This is an optimization exercise on Yosys and OpenROAD, whose aim is a short achievable clock period and few clock cycles per item, not a production implementation.
Only simulation tests tie the RTL to the original design; equivalence was not proved.
No activity file was given, so power comes from the tool's default toggle rates.

==> inputs of run Y <==
// cpu_top
module cpu_top (
    input  logic                           clk,
    input  logic                           rst_n,
    output logic [cpu_pkg::xlen-1:0]       inst_addr,
    input  logic [cpu_pkg::xlen-1:0]       inst_rdata,
    output logic                           data_req,
    output logic                           data_wr,
    output logic [cpu_pkg::xlen-1:0]       data_addr,
    output logic [cpu_pkg::xlen-1:0]       data_wdata,
    input  logic [cpu_pkg::xlen-1:0]       data_rdata,
    output logic [cpu_pkg::xlen-1:0]       debug_wb_pc,
    output logic                           debug_wb_rf_wen,
    output logic [cpu_pkg::reg_addr_w-1:0] debug_wb_rf_wnum,
    output logic [cpu_pkg::xlen-1:0]       debug_wb_rf_wdata
);
clock: 7.0 ns
lec_check: 0
abc_clock_period_in_ps: 2500
cap_margin: 20
core_margin: 2
core_utilization: 40
place_density: 0.5
setup_slack_margin: 4.3
slew_margin: 20
synth_hierarchical: 1
synth_minimum_keep_size: 0
run.sh (not shown) runs the stock make flow with config.mk's settings and CLKGATE_MAP_FILE= SYNTH_SCRIPT=/design/flow/synth_recipe.tcl, a recipe that flattens the netlist after the stock synthesis.
==> run P: changes against run Y <==
PLACE_DENSITY = not set   (was 0.5)
SETUP_SLACK_MARGIN = 4.0   (was 4.3)
==> notes <==
- Of run P and run Y, run Y has the higher power (gap 3.3%, measured against run Y).
- Between run P and run Y, the lower non-clock buffer count is in run P (gap 175).
- Against run P, the register-to-register slack of run Y is higher by 0.05 ns.
- In run P the clock skew is higher than in run Y, by 0.0057 ns.
- In run Y the via count is lower than in run P, by 1.7%.
- Of run P and run Y, run Y has the higher worst setup slack (gap 0.047 ns).
- In sequential cell count, run Y and run P do not differ.
- Against run P, the wire length of run Y is larger by about 6%.
Testbench counts of run Y, summed over its fixed seeds: cycles 29,057, instrs 25,953.
Testbench counts of run P, summed over its fixed seeds: cycles 29,057, instrs 25,953.

---

==> v37 <==
Another version of the RTL of cpu_top (not shown whole).
## cpu_top
module cpu_top (
    input  logic                           clk,
    input  logic                           rst_n,
    output logic [cpu_pkg::xlen-1:0]       inst_addr,
    input  logic [cpu_pkg::xlen-1:0]       inst_rdata,
    output logic                           data_req,
    output logic                           data_wr,
    output logic [cpu_pkg::xlen-1:0]       data_addr,
    output logic [cpu_pkg::xlen-1:0]       data_wdata,
    input  logic [cpu_pkg::xlen-1:0]       data_rdata,
    output logic [cpu_pkg::xlen-1:0]       debug_wb_pc,
    output logic                           debug_wb_rf_wen,
    output logic [cpu_pkg::reg_addr_w-1:0] debug_wb_rf_wnum,
    output logic [cpu_pkg::xlen-1:0]       debug_wb_rf_wdata
);
export LEC_CHECK = 0
export ABC_CLOCK_PERIOD_IN_PS = 2500
export CAP_MARGIN = 20
export CORE_MARGIN = 2
export CORE_UTILIZATION = 40
export SETUP_SLACK_MARGIN = 4.0
export SLEW_MARGIN = 20
create_clock -name core_clock -period 7.0 [get_ports {clk}]
==> v15: changes against v37 <==
--- a/flow/design.v
+++ b/flow/design.v
@@ -63,10 +63,44 @@
     } fwd_t;
 endpackage
 `default_nettype wire
 `timescale 1ns/1ns
 `default_nettype none
+module fetch_ctl (
+    input  logic [31:0] inst,
+    input  logic [31:0] pc_next,     
+    input  logic [31:0] pv,          
+    output logic        stall,
+    output logic        redirect,
+    output logic [31:0] target
+);
+    logic [5:0] op, fn;
+    logic       is_r, alu_rr, uses_rs, uses_rt;
+    assign op      = inst[31:26];
+    assign fn      = inst[5:0];
+    assign is_r    = op == 6'h00;
+    assign alu_rr  = is_r && (fn == 6'h21 || fn == 6'h23 || fn == 6'h24 || fn == 6'h25
+                              || fn == 6'h2a);
+    assign uses_rs = alu_rr || op == 6'h09 || op == 6'h23 || op == 6'h2b || op == 6'h04
+                     || op == 6'h05;
+    assign uses_rt = alu_rr || (is_r && fn == 6'h00) || op == 6'h2b || op == 6'h04
+                     || op == 6'h05;
+    assign stall   = (uses_rs && pv[inst[25:21]]) || (uses_rt && pv[inst[20:16]]);
+    assign redirect = op == 6'h05 || op == 6'h02;
+    logic [16:0] lo;
+    logic [13:0] hi_p1, hi_m1, hi;
+    assign lo     = {1'b0, pc_next[17:2]} + {1'b0, inst[15:0]};
+    assign hi_p1  = pc_next[31:18] + 14'd1;
+    assign hi_m1  = pc_next[31:18] - 14'd1;
+    assign hi     = (lo[16] && !inst[15]) ? hi_p1
+                  : ((!lo[16] && inst[15]) ? hi_m1 : pc_next[31:18]);
+    assign target = (op == 6'h02) ? {pc_next[31:28], inst[25:0], 2'b00}
+                                  : {hi, lo[15:0], 2'b00};
+endmodule
+`default_nettype wire
+`timescale 1ns/1ns
+`default_nettype none
 module fwd_unit (
     input  logic [4:0]  r,
     input  logic [31:0] rfv,         
     input  logic        x1_wen,
     input  logic [4:0]  x1_dest,
@@ -137,19 +171,20 @@
     logic [4:0]  x1_dest, x1_sh;
     logic [31:0] x1_pc, x1_tgt, x1_pc8;
     logic        x1_add, x1_sub, x1_and, x1_or, x1_slt, x1_sll, x1_lui;
     logic [15:0] x1_alo, x1_blo, x1_slo, x1_ahi, x1_bhi, x1_shi;
     logic        x1_h1a, x1_h1b, x1_h1s;     
-    logic [15:0] x1_calo, x1_cahi, x1_cblo, x1_cbhi;
     logic        x2_v, x2_wen, x2_ld, x2_sw, x2_beq, x2_bne;
     logic [4:0]  x2_dest, x2_sh;
     logic [31:0] x2_pc, x2_tgt, x2_pc8;
     logic        x2_add, x2_sub, x2_and, x2_or, x2_slt, x2_sll, x2_lui;
     logic [15:0] x2_rlo, x2_alo, x2_blo, x2_slo, x2_ahi, x2_bhi, x2_shi;
     logic        x2_cs, x2_cd;               
     logic        x2_late;                    
-    logic [31:0] x2_ca, x2_cb;
+    logic [31:0] x1_doh, x2_doh, m_doh, w_doh;
+    logic        x1_bad;
+    logic [31:0] x1_dv, pv;
     logic [31:0] m_res, m_pc, w_res, w_pc;
     logic [4:0]  m_dest, w_dest;
     logic        m_wen, m_ld, w_wen, w_ld;
     logic [31:0] rf [1:31];
     logic [15:0] alo, blo, slo, res_lo, early_lo;
@@ -188,20 +223,15 @@
                   | early_hi;
     assign slt_bit = (x2_ahi[15] & ~x2_bhi[15]) | (~(x2_ahi[15] ^ x2_bhi[15]) & diff_hi[15]);
     assign lo_fin  = x2_slt ? {15'd0, slt_bit} : x2_rlo;
     assign res32   = {res_hi, lo_fin};
     logic        e1_ok, eq1, eq2, mp1, mp2, mispredict;
-    logic [15:0] calo, cahi, cblo, cbhi;
     logic [31:0] corr;
-    assign calo  = x1_calo;
-    assign cblo  = x1_cblo;
-    assign cahi  = x1_cahi;
-    assign cbhi  = x1_cbhi;
     assign e1_ok = !x1_h1a && !x1_h1b;
-    assign eq1   = ({cahi, calo} == {cbhi, cblo});
+    assign eq1   = ({x1_ahi, alo} == {x1_bhi, blo});
     assign mp1   = (x1_beq || x1_bne) && e1_ok && eq1;
-    assign eq2   = (x2_ca == x2_cb);
+    assign eq2   = ({x2_ahi, x2_alo} == {x2_bhi, x2_blo});
     assign mp2   = (x2_beq || x2_bne) && x2_late && eq2;
     assign mispredict = mp1 || mp2;
     assign corr = mp2 ? (x2_beq ? x2_tgt : x2_pc8) : (x1_beq ? x1_tgt : x1_pc8);
     logic [31:0] ir, pc_d;
     logic        d_v, kill;
@@ -246,17 +276,30 @@
     assign b_imm   = i_addiu || i_lw || i_sw || i_lui;
     assign writes  = r_addu || r_subu || r_and || r_or || r_slt || r_sll || i_addiu || i_lui
                      || i_lw;
     assign dest    = is_r ? rd : rt;
     assign pcp4_d = pc_f;
-    assign tgt_d  = i_j ? {pcp4_d[31:28], ir[25:0], 2'b00} : pcp4_d + {imm_s[29:0], 2'b00};
+    logic        st_r, st_h, rd_r, rd_h, redir;
+    logic [31:0] tgt_r, tgt_h;
+    fetch_ctl u_fc_r (.inst(inst_rdata), .pc_next(pcp4_d), .pv(pv),
+                      .stall(st_r), .redirect(rd_r), .target(tgt_r));
+    fetch_ctl u_fc_h (.inst(hold_inst), .pc_next(pcp4_d), .pv(pv),
+                      .stall(st_h), .redirect(rd_h), .target(tgt_h));
+    assign tgt_d = held ? tgt_h : tgt_r;
     assign val_w = w_ld ? data_rdata : w_res;
     logic        s_rs, s_rt, h1_rs, h1_rt, h2_rs, h2_rt;
     logic [15:0] lo_rs, lo_rt, hi_rs, hi_rt;
-    logic [31:0] rf_rs, rf_rt;
-    assign rf_rs = (rs == 5'd0) ? 32'd0 : rf[rs];
-    assign rf_rt = (rt == 5'd0) ? 32'd0 : rf[rt];
+    logic [4:0]  rs_a, rt_a;
+    logic [31:0] rf_rs, rf_rt, cap_rs, cap_rt;
+    assign rs_a  = inst_rdata[25:21];
+    assign rt_a  = inst_rdata[20:16];
+    assign rf_rs = held ? cap_rs : ((rs_a == 5'd0) ? 32'd0 : rf[rs_a]);
+    assign rf_rt = held ? cap_rt : ((rt_a == 5'd0) ? 32'd0 : rf[rt_a]);
+    always_ff @(posedge clk) begin
+        cap_rs <= (w_wen && w_dest == rs) ? val_w : rf_rs;
+        cap_rt <= (w_wen && w_dest == rt) ? val_w : rf_rt;
+    end
     fwd_unit u_fwd_rs (
         .r(rs), .rfv(rf_rs),
         .x1_wen(x1_wen), .x1_dest(x1_dest), .x1_ld(x1_ld), .x1_slt(x1_slt),
         .x2_wen(x2_wen), .x2_dest(x2_dest), .x2_ld(x2_ld), .x2_lo(lo_fin),
         .m_wen(m_wen), .m_dest(m_dest), .m_ld(m_ld), .m_res(m_res),
@@ -269,16 +312,21 @@
         .x2_wen(x2_wen), .x2_dest(x2_dest), .x2_ld(x2_ld), .x2_lo(lo_fin),
         .m_wen(m_wen), .m_dest(m_dest), .m_ld(m_ld), .m_res(m_res),
         .w_wen(w_wen), .w_dest(w_dest), .w_val(val_w),
         .st(s_rt), .h1(h1_rt), .h2(h2_rt), .lo(lo_rt), .hi(hi_rt)
     );
-    assign stall = d_v && ((uses_rs && s_rs) || (uses_rt && s_rt));
+    assign x1_dv = x1_doh & {32{x1_v}};
+    assign pv    = (x1_dv & {32{x1_bad}})
+                 | (~x1_dv & x2_doh & {32{x2_ld}})
+                 | (~x1_dv & ~x2_doh & m_doh & {32{m_ld}});
+    assign stall = held ? st_h : (vi && st_r);
+    assign redir = held ? rd_h : (vi && rd_r);
     assign d_go  = d_v && !stall;
-    assign dr    = d_go && (i_bne || i_j);
-    assign pc_norm = stall ? pc_f : (dr ? tgt_d : pc_f + 32'd4);
+    assign dr    = d_go && redir;
+    assign pc_norm = stall ? pc_f : (redir ? tgt_d : pc_f + 32'd4);
     always_ff @(posedge clk) begin
-        if (!rst_q) begin
+        if (!rst_n) begin
             pc_f <= 32'd0;
             vi   <= 1'b0;
             held <= 1'b0;
         end else begin
             pc_f <= mispredict ? corr : pc_norm;
@@ -286,19 +334,17 @@
             held <= stall && !kill;
         end
     end
     always_ff @(posedge clk) begin
         pc_i <= pc_f;
-        if (stall) begin
-            hold_inst <= ir;
-            hold_pc   <= pc_d;
-        end
+        hold_inst <= ir;
+        hold_pc   <= pc_d;
     end
     logic go;
     assign go = d_go && !kill;
     always_ff @(posedge clk) begin
-        if (!rst_q) begin
+        if (!rst_n) begin
             x1_v   <= 1'b0;
             x1_wen <= 1'b0;
             x1_ld  <= 1'b0;
             x1_sw  <= 1'b0;
             x1_beq <= 1'b0;
@@ -313,10 +359,11 @@
         end
     end
     always_ff @(posedge clk) begin
         x1_pc   <= pc_d;
         x1_dest <= dest;
+        x1_bad  <= i_lw || r_slt;
         x1_sh   <= ir[10:6];
         x1_tgt  <= tgt_d;
         x1_pc8  <= pc_f + 32'd4;
         x1_add  <= r_addu || i_addiu || i_lw || i_sw;
         x1_sub  <= r_subu;
@@ -334,17 +381,13 @@
                  : (b_imm ? (i_lui ? ir[15:0] : {16{ir[15]}}) : hi_rt);
         x1_h1b  <= !b_imm && h1_rt;
         x1_slo  <= h1_rt ? res_lo : lo_rt;
         x1_shi  <= h2_rt ? res_hi : hi_rt;
         x1_h1s  <= h1_rt;
-        x1_calo <= (i_br && h1_rs) ? res_lo : (i_br ? lo_rs : 16'd0);
-        x1_cahi <= (i_br && h2_rs) ? res_hi : (i_br ? hi_rs : 16'd0);
-        x1_cblo <= (i_br && h1_rt) ? res_lo : (i_br ? lo_rt : 16'd0);
-        x1_cbhi <= (i_br && h2_rt) ? res_hi : (i_br ? hi_rt : 16'd0);
     end
     always_ff @(posedge clk) begin
-        if (!rst_q) begin
+        if (!rst_n) begin
             x2_v   <= 1'b0;
             x2_wen <= 1'b0;
             x2_ld  <= 1'b0;
             x2_sw  <= 1'b0;
             x2_beq <= 1'b0;
@@ -379,15 +422,13 @@
         x2_blo  <= blo;
         x2_slo  <= slo;
         x2_ahi  <= x1_h1a ? res_hi : x1_ahi;
         x2_bhi  <= x1_h1b ? res_hi : x1_bhi;
         x2_shi  <= x1_h1s ? res_hi : x1_shi;
-        x2_ca   <= {(x1_h1a ? res_hi : cahi), calo};
-        x2_cb   <= {(x1_h1b ? res_hi : cbhi), cblo};
     end
     always_ff @(posedge clk) begin
-        if (!rst_q) begin
+        if (!rst_n) begin
             data_req <= 1'b0;
             m_wen    <= 1'b0;
             m_ld     <= 1'b0;
             w_wen    <= 1'b0;
             w_ld     <= 1'b0;
@@ -414,13 +455,26 @@
         debug_wb_pc       <= w_pc;
         debug_wb_rf_wnum  <= w_dest;
         debug_wb_rf_wdata <= val_w;
     end
     always_ff @(posedge clk) begin
+        x1_doh <= (writes && dest != 5'd0) ? (32'd1 << dest) : 32'd0;
+        if (!rst_q) begin
+            x2_doh <= 32'd0;
+            m_doh  <= 32'd0;
+            w_doh  <= 32'd0;
+        end else begin
+            x2_doh <= x1_dv;
+            m_doh  <= x2_doh;
+            w_doh  <= m_doh;
+        end
+    end
+    logic [31:0] rf_wd;
+    assign rf_wd = val_w & {32{rst_q}};
+    always_ff @(posedge clk) begin
         for (int i = 1; i < 32; i++) begin
-            if (!rst_q) rf[i] <= 32'd0;
-            else if (w_wen && w_dest == 5'(i)) rf[i] <= val_w;
+            if (w_doh[i] || !rst_q) rf[i] <= rf_wd;
         end
     end
     assign inst_addr = pc_f;
 endmodule
 `default_nettype wire
--- a/flow/config.mk
+++ b/flow/config.mk
@@ -7,7 +7,8 @@
 export LEC_CHECK = 0
 export ABC_CLOCK_PERIOD_IN_PS = 2500
 export CAP_MARGIN = 20
 export CORE_MARGIN = 2
 export CORE_UTILIZATION = 40
+export PLACE_DENSITY = 0.5
 export SETUP_SLACK_MARGIN = 4.0
 export SLEW_MARGIN = 20
==> qor summary <==
| item | v15 | v37 |
|---|---|---|
| Outcome | complete, no violations | complete, no violations |
| Most area-hungry cell type in the Yosys netlist | sky130_fd_sc_hd__edfxtp_1 | sky130_fd_sc_hd__dfxtp_1 |
| EDFF count, synth | 1024 | 64 |
| Via count of the first global-routing pass | 73700 | 83000 |
| Setup crit end | x1_blo[10] | x1_blo[6] |
| Leakage power figure | 0.0468 uW | 0.0436 uW |
| Share of total power in combinational logic | 19.2% | 10.1% |
| Clock transition at the register clock pins on the worst setup and hold paths after CTS | 60 ps | 70 ps |
| Type of the worst setup path | in2reg | reg2reg |
| Worst Skew | 48.2 ps | 82.1 ps |
| Reg area | 50600 sq um | 40100 sq um |
| Sum of met2 wire segment lengths after detailed routing | 191 mm | 212 mm |
| Clock latency at the later pin of the worst-skew pair | 920 ps | 970 ps |
| Seq/total area | 42.1% | 33.0% |
Testbench counts of v37, summed over its fixed seeds: cycles 29,121, instrs 25,953.
Testbench counts of v15, summed over its fixed seeds: cycles 29,041, instrs 25,953.

[re-timing with driven ports]
In the flow no input, the clock included, has a driving cell. The finished layouts below were timed again as built, in two steps. Step 1 sets driving cells, clkbuf_16 on the clock port and buf_2 on the other inputs (assumed; they add their load-dependent delay and slew). Step 2 moves the port delays by t, midway between the first and last clock arrival at a register: inputs arrive t later, outputs are due t later. That takes back most of the time a late clock gives input paths. Slacks: ideal ports / drivers / drivers and shift; pairs: ideal ports / drivers.
run	t, ns	setup WS [ns]	hold slack, ns	slew at the worst register clock pin (ns)	worst slew at a driven data input, ns
run Y	1.006	3.384 / 3.247 / 2.241	0.287 / 0.287 / 0.287	0.07 / 0.07	0.69
run P	0.986	3.337 / 3.320 / 2.334	0.270 / 0.270 / 0.270	0.08 / 0.08	0.59
v37	1.037	3.027 / 3.008 / 1.971	0.272 / 0.272 / 0.272	0.07 / 0.07	0.25
v15	1.000	3.286 / 3.210 / 2.210	0.310 / 0.310 / 0.310	0.08 / 0.08	0.33
After both steps every run listed still meets setup and hold. For run Y, which loses most, drivers alone change the setup slack by -0.137 ns; drivers and shift together by -1.143 ns.
